This design comes from an exercise in tuning for small area, a short achievable clock period and few clock cycles per item on the open sky130 flow, not from production work.
RTL that was checked went through simulation tests only; none was proved equivalent to the original.

## 09-20
Design fpu_pipe_unit, start of the top module:
module fpu_pipe_unit #(
    parameter int EXP_W = 8,
    parameter int MAN_W = 23,
    parameter int TAG_W = 4
) (
    input  logic                 clk,
    input  logic                 rst_n,
    input  logic                 in_valid,
    output logic                 in_ready,
    input  logic [1:0]           in_op,
    input  logic [EXP_W+MAN_W:0] in_a,
    input  logic [EXP_W+MAN_W:0] in_b,
    input  logic [TAG_W-1:0]     in_tag,
    output logic                 out_valid,
    input  logic                 out_ready,
    output logic [EXP_W+MAN_W:0] out_y,
    output logic [TAG_W-1:0]     out_tag,
    output logic [3:0]           out_flags,
    output logic [3:0]           sticky,
    input  logic                 sticky_clr
);
==> flow/config.mk <==
export PLATFORM = sky130hd
export DESIGN_NAME = fpu_pipe_unit
export DESIGN_NICKNAME = fpu_pipe_unit
export VERILOG_FILES = /design/flow/design.v
export SDC_FILE = /design/flow/constraint.sdc
export NUM_CORES = 4
export LEC_CHECK = 0
export ABC_AREA = 1
export CAP_MARGIN = 20
export CORE_MARGIN = 2
export CORE_UTILIZATION = 40
export SETUP_SLACK_MARGIN = 5
export SLEW_MARGIN = 20
==> flow/constraint.sdc <==
create_clock -name core_clock -period 10.0 [get_ports {clk}]
set_input_delay 2.0000 -clock core_clock [delete_from_list [all_inputs] [get_ports {clk}]]
set_output_delay 2.0000 -clock core_clock [all_outputs]
set_load 0.01 [all_outputs]
standard.sh (not shown) runs the stock make flow with config.mk's settings and CLKGATE_MAP_FILE= SYNTH_SCRIPT=/design/flow/synth_recipe.tcl, a recipe that flattens the netlist after the stock synthesis.
==> flow/flow/run.sh <==
#!/bin/bash
# The standard layout (standard.sh), with the port buffers that
# buffer_ports inserts made of sky130_fd_sc_hd__buf_1 cells (every input and
# output port still gets its own buffer). Everything else is the standard flow's.
set -euo pipefail
sed 's|"\${@:-finish}"|BUFFER_PORTS_ARGS="-buffer_cell sky130_fd_sc_hd__buf_1" "${@:-finish}"|' standard.sh > standard_ports.sh
grep -q 'BUFFER_PORTS_ARGS="-buffer_cell sky130_fd_sc_hd__buf_1"' standard_ports.sh
bash standard_ports.sh > standard.log 2>&1
The flow did not stop early for 09-20: all stages ran, and the layout cleared the timing, design-rule and antenna checks.
Testbench counts of 09-20, summed over its fixed seeds: cycles 12,032, items 12,000.
Modified inputs, 04-19 compared to 09-20
==> flow/run.sh (new file) <==
#!/bin/bash
# synth_recipe.tcl (not shown) runs the flow's synth.tcl, then flattens the netlist and writes it again
# the make line also repeats each setting of config.mk as NAME=value (left out here)
make -C /OpenROAD-flow-scripts/flow DESIGN_CONFIG=/design/flow/config.mk WORK_HOME=/design/flow/orfs CLKGATE_MAP_FILE= SYNTH_SCRIPT=/design/flow/synth_recipe.tcl finish
removed: flow/flow/run.sh
removed: flow/standard.sh
==> summary.txt <==
- When 04-19 is measured against 09-20, its layout clock buffer count turns out 12 higher.
- 09-20 vs 04-19, worst setup path endpoint: ci2_q vs r1_q[16]
- On highest clock frequency the design can meet: between 09-20 and 04-19, it ends up lower for 09-20.
- Of the two values seen for worst setup path startpoint, y1_q[15] was produced by 04-19 and y1_q[0] by 09-20.
- 09-20 → 04-19: count of buffers added by post-CTS timing repair for setup increased by 4 relative to the old numbers.

* * *

fpu_pipe_unit, a different RTL version from the one above (not shown whole).
For scale: roughly 250 flip-flops, roughly 0.029 mm² of cells after synthesis.
clock: 10.0 ns
lec_check: 0
abc_area: 1
cap_margin: 20
core_margin: 2
core_utilization: 40
place_density: 0.75
setup_slack_margin: 5
slew_margin: 20
==> flow/flow/run.sh <==
#!/bin/bash
# The standard layout (standard.sh), with the port buffers that
# buffer_ports inserts made of sky130_fd_sc_hd__buf_1 cells (every input and
# output port still gets its own buffer). Everything else is the standard flow's.
set -euo pipefail
sed 's|"\${@:-finish}"|BUFFER_PORTS_ARGS="-buffer_cell sky130_fd_sc_hd__buf_1" "${@:-finish}"|' standard.sh > standard_ports.sh
grep -q 'BUFFER_PORTS_ARGS="-buffer_cell sky130_fd_sc_hd__buf_1"' standard_ports.sh
bash standard_ports.sh > standard.log 2>&1
The starting point went through all stages and came out clean.
Testbench counts at the start, summed over its fixed seeds: cycles 12,032, items 12,000.
Then changed:
Settings changed: CORE_UTILIZATION 40 to 50, PLACE_DENSITY 0.75 to default.
Result: The new run went through all stages and came out clean; hold slack improves by 0.0037 ns; clock skew rose by 0.011 ns; cell count fell by about 4%; via count fell by 1.3%; worst setup slack degrades by 0.016 ns; fmax fell by about 0.3%; final area fell by about 0.8%; first-iteration DRC count fell by about 26%.
Then changed:
==> flow/flow/run.sh (replaced) <==
#!/bin/bash
# The standard layout (standard.sh), with the port buffers that
# buffer_ports inserts made of sky130_fd_sc_hd__buf_1 cells (every input and
# output port still gets its own buffer), and power recovery after global
# routing. Everything else is the standard flow's.
set -euo pipefail
sed 's|"\${@:-finish}"|BUFFER_PORTS_ARGS="-buffer_cell sky130_fd_sc_hd__buf_1" RECOVER_POWER=100 "${@:-finish}"|' standard.sh > standard_ports.sh
grep -q 'RECOVER_POWER=100' standard_ports.sh
bash standard_ports.sh > standard.log 2>&1
Settings changed: CORE_UTILIZATION 50 to 40.
Now the flow completed, yet does not pass: max-capacitance violations, max-slew violations; area after synthesis is unchanged; sequential share of layout area stays flat; register-to-register slack is worse by 2.0 ns; hold slack hardly moves; routed wire length falls by 9.6%.
Then changed:
==> flow/run.sh (new file) <==
#!/bin/bash
# synth_recipe.tcl (not shown) runs the flow's synth.tcl, then flattens the netlist and writes it again
# the make line also repeats each setting of config.mk as NAME=value (left out here)
make -C /OpenROAD-flow-scripts/flow DESIGN_CONFIG=/design/flow/config.mk WORK_HOME=/design/flow/orfs CLKGATE_MAP_FILE= SYNTH_SCRIPT=/design/flow/synth_recipe.tcl finish
removed: flow/flow/run.sh
removed: flow/standard.sh
The new run completed with no timing, DRC or antenna violations.
Final area climbs by 3.0%.
Routed wire length grows by 2.3%.

* * *

fpu_pipe_unit, a different RTL version from the one above (not shown whole).
Size in the first run: about 300 flip-flops, ~120 I/O pins, roughly 0.033 mm2 of cells after synthesis.
clock: 10.0 ns
lec_check: 0
abc_area: 1
cap_margin: 20
core_margin: 2
core_utilization: 40
setup_slack_margin: 4.5
slew_margin: 20
run.sh (not shown) runs the stock make flow with config.mk's settings and CLKGATE_MAP_FILE= SYNTH_SCRIPT=/design/flow/synth_recipe.tcl, a recipe that flattens the netlist after the stock synthesis.
Stock flow here: none of the scripts above is used.
Edit:
- SETUP_SLACK_MARGIN: 4.5 -> 5
After rerunning: Area after synthesis stays the same; via count goes up slightly; synthesized cell count is unchanged; clock skew is lower by 0.0047 ns; non-clock buffer count rose by 56; worst setup slack is better by 0.47 ns; first-iteration DRC count went up by a few percent; wire length increases slightly; maximum frequency increases by roughly a tenth; design area is higher by a few percent; sequential share of layout area is lower by 0.51 points.
No run of this note included a check of the RTL's function; only the layout flow was run.

* * *

main:
Another version of the RTL of fpu_pipe_unit (not shown whole).
Size in the first run: about 3600 cells after synthesis, roughly 260 flip-flops.
==> flow/config.mk <==
export PLATFORM = sky130hd
export DESIGN_NAME = fpu_pipe_unit
export DESIGN_NICKNAME = fpu_pipe_unit
export VERILOG_FILES = /design/flow/design.v
export SDC_FILE = /design/flow/constraint.sdc
export NUM_CORES = 4
export LEC_CHECK = 0
export ABC_AREA = 1
export CAP_MARGIN = 20
export CORE_MARGIN = 2
export CORE_UTILIZATION = 40
export SETUP_SLACK_MARGIN = 5
export SLEW_MARGIN = 20
==> flow/constraint.sdc <==
create_clock -name core_clock -period 10.0 [get_ports {clk}]
set_input_delay 2.0000 -clock core_clock [delete_from_list [all_inputs] [get_ports {clk}]]
set_output_delay 2.0000 -clock core_clock [all_outputs]
set_load 0.01 [all_outputs]
standard.sh (not shown) runs the stock make flow with config.mk's settings and CLKGATE_MAP_FILE= SYNTH_SCRIPT=/design/flow/synth_recipe.tcl, a recipe that flattens the netlist after the stock synthesis.
==> flow/flow/run.sh <==
#!/bin/bash
# The standard layout (standard.sh), with the port buffers that
# buffer_ports inserts made of sky130_fd_sc_hd__buf_1 cells (every input and
# output port still gets its own buffer), and timing repair asked for 5.6 ns of
# setup slack instead of config.mk's 5. The SDC, the clock period and the
# synthesis are the standard flow's.
set -euo pipefail
sed -e 's|"\${@:-finish}"|BUFFER_PORTS_ARGS="-buffer_cell sky130_fd_sc_hd__buf_1" "${@:-finish}"|' \
    -e 's/SETUP_SLACK_MARGIN=[0-9.]*/SETUP_SLACK_MARGIN=5.6/' standard.sh > standard_ports.sh
grep -q 'BUFFER_PORTS_ARGS="-buffer_cell sky130_fd_sc_hd__buf_1"' standard_ports.sh
grep -q 'SETUP_SLACK_MARGIN=5.6' standard_ports.sh
bash standard_ports.sh > standard.log 2>&1
Testbench counts of main, summed over its fixed seeds: cycles 12,032, items 12,000.
Modified inputs, the feature branch compared to main
==> flow/flow/run.sh <==
#!/bin/bash
# The standard layout (standard.sh), with the port buffers that
# buffer_ports inserts made of sky130_fd_sc_hd__buf_1 cells (every input and
# output port still gets its own buffer), and timing repair limited to
# resizing, swapping pins and buffering. Everything else is the standard flow's.
set -euo pipefail
sed 's|"\${@:-finish}"|BUFFER_PORTS_ARGS="-buffer_cell sky130_fd_sc_hd__buf_1" SETUP_MOVE_SEQUENCE=unbuffer,sizeup,swap,buffer "${@:-finish}"|' standard.sh > standard_ports.sh
grep -q 'SETUP_MOVE_SEQUENCE=unbuffer,sizeup,swap,buffer' standard_ports.sh
bash standard_ports.sh > standard.log 2>&1
--- outcome ---
Compared with main, in the feature branch global-route wire length before repair saw a decrease, number of global-route vias before repair saw a decrease.

* * *

Another version of the RTL of fpu_pipe_unit (not shown whole).
For scale: about 300 flip-flops, about 120 I/O pins.
==> flow/config.mk <==
export PLATFORM = sky130hd
export DESIGN_NAME = fpu_pipe_unit
export DESIGN_NICKNAME = fpu_pipe_unit
export VERILOG_FILES = /design/flow/design.v
export SDC_FILE = /design/flow/constraint.sdc
export NUM_CORES = 4
export LEC_CHECK = 0
export ABC_AREA = 1
export CAP_MARGIN = 20
export CORE_MARGIN = 2
export CORE_UTILIZATION = 40
export SETUP_SLACK_MARGIN = 5
export SLEW_MARGIN = 20
==> flow/constraint.sdc <==
create_clock -name core_clock -period 10.0 [get_ports {clk}]
set_input_delay 2.0000 -clock core_clock [delete_from_list [all_inputs] [get_ports {clk}]]
set_output_delay 2.0000 -clock core_clock [all_outputs]
set_load 0.01 [all_outputs]
run.sh (not shown) runs the stock make flow with config.mk's settings and CLKGATE_MAP_FILE= SYNTH_SCRIPT=/design/flow/synth_recipe.tcl, a recipe that flattens the netlist after the stock synthesis.
Stock flow here: none of the scripts above is used.
The starting point finished clean.
Testbench counts at the start, summed over its fixed seeds: cycles 12,032, items 12,000.
Then changed:
- CTS_BUF_LIST: unset -> sky130_fd_sc_hd__clkbuf_4 sky130_fd_sc_hd__clkbuf_8
Result:
- The changed run finished clean
- count of clock-buffer cells in the layout came out higher by 25
- global-route usage is about the same
- core utilization stays flat
- worst setup slack is worse by 11 ps
- via count hardly moves
- final area barely changes
- flip-flop and latch count is unchanged
- clock skew stays flat

## what the ideal ports hide
The results above use ideal ports. As a check the final layouts listed here were re-extracted and re-timed, cells and wires unchanged. Step 1, drivers: a clkbuf_16 drives clk and a buf_2 each remaining input, both assumed. Step 2, shift: input delay + t, output delay - t, t = (earliest + latest rising clock arrival at the registers) / 2. This alone moves slack from input paths to output paths. a / b / c = ideal / step 1 / step 2; a / b = the first two.
run | t (ns) | setup slack, ns | worst setup path at the end | worst slew at a driven data input, ns | cell pins on the clock port's net
09-20 | 0.673 | 5.046 / 5.046 / 4.719 | input to register | 0.05 | 1
04-19 | 0.674 | 5.087 / 5.087 / 4.644 | input to register | 0.05 | 1
the first run of note 2 | 0.651 | 4.917 / 4.917 / 4.917 | register to register | 0.05 | 1
the second run of note 2 | 0.663 | 4.901 / 4.901 / 4.901 | register to register | 0.05 | 1
the third run of note 2 | 0.620 | 2.908 / 2.908 / 2.577 | input to register | 0.07 | 1
the fourth run of note 2 | 0.633 | 4.963 / 4.963 / 4.963 | register to register | 0.06 | 1
the first run of note 3 | 0.629 | 4.573 / 4.573 / 4.573 | register to register | 0.06 | 1
the second run of note 3 | 0.641 | 5.043 / 5.043 / 4.633 | input to register | 0.05 | 1
main | 0.670 | 5.280 / 5.280 / 5.280 | register to register | 0.08 | 1
the feature branch | 0.647 | 5.071 / 5.071 / 5.071 | register to register | 0.07 | 1
the first run of note 5 | 0.647 | 4.999 / 4.999 / 4.999 | register to register | 0.07 | 1
the second run of note 5 | 0.727 | 4.989 / 4.989 / 4.989 | register to register | 0.06 | 1
For 04-19, which loses most, drivers alone change the setup slack by 0.000 ns; drivers and shift together by -0.443 ns.
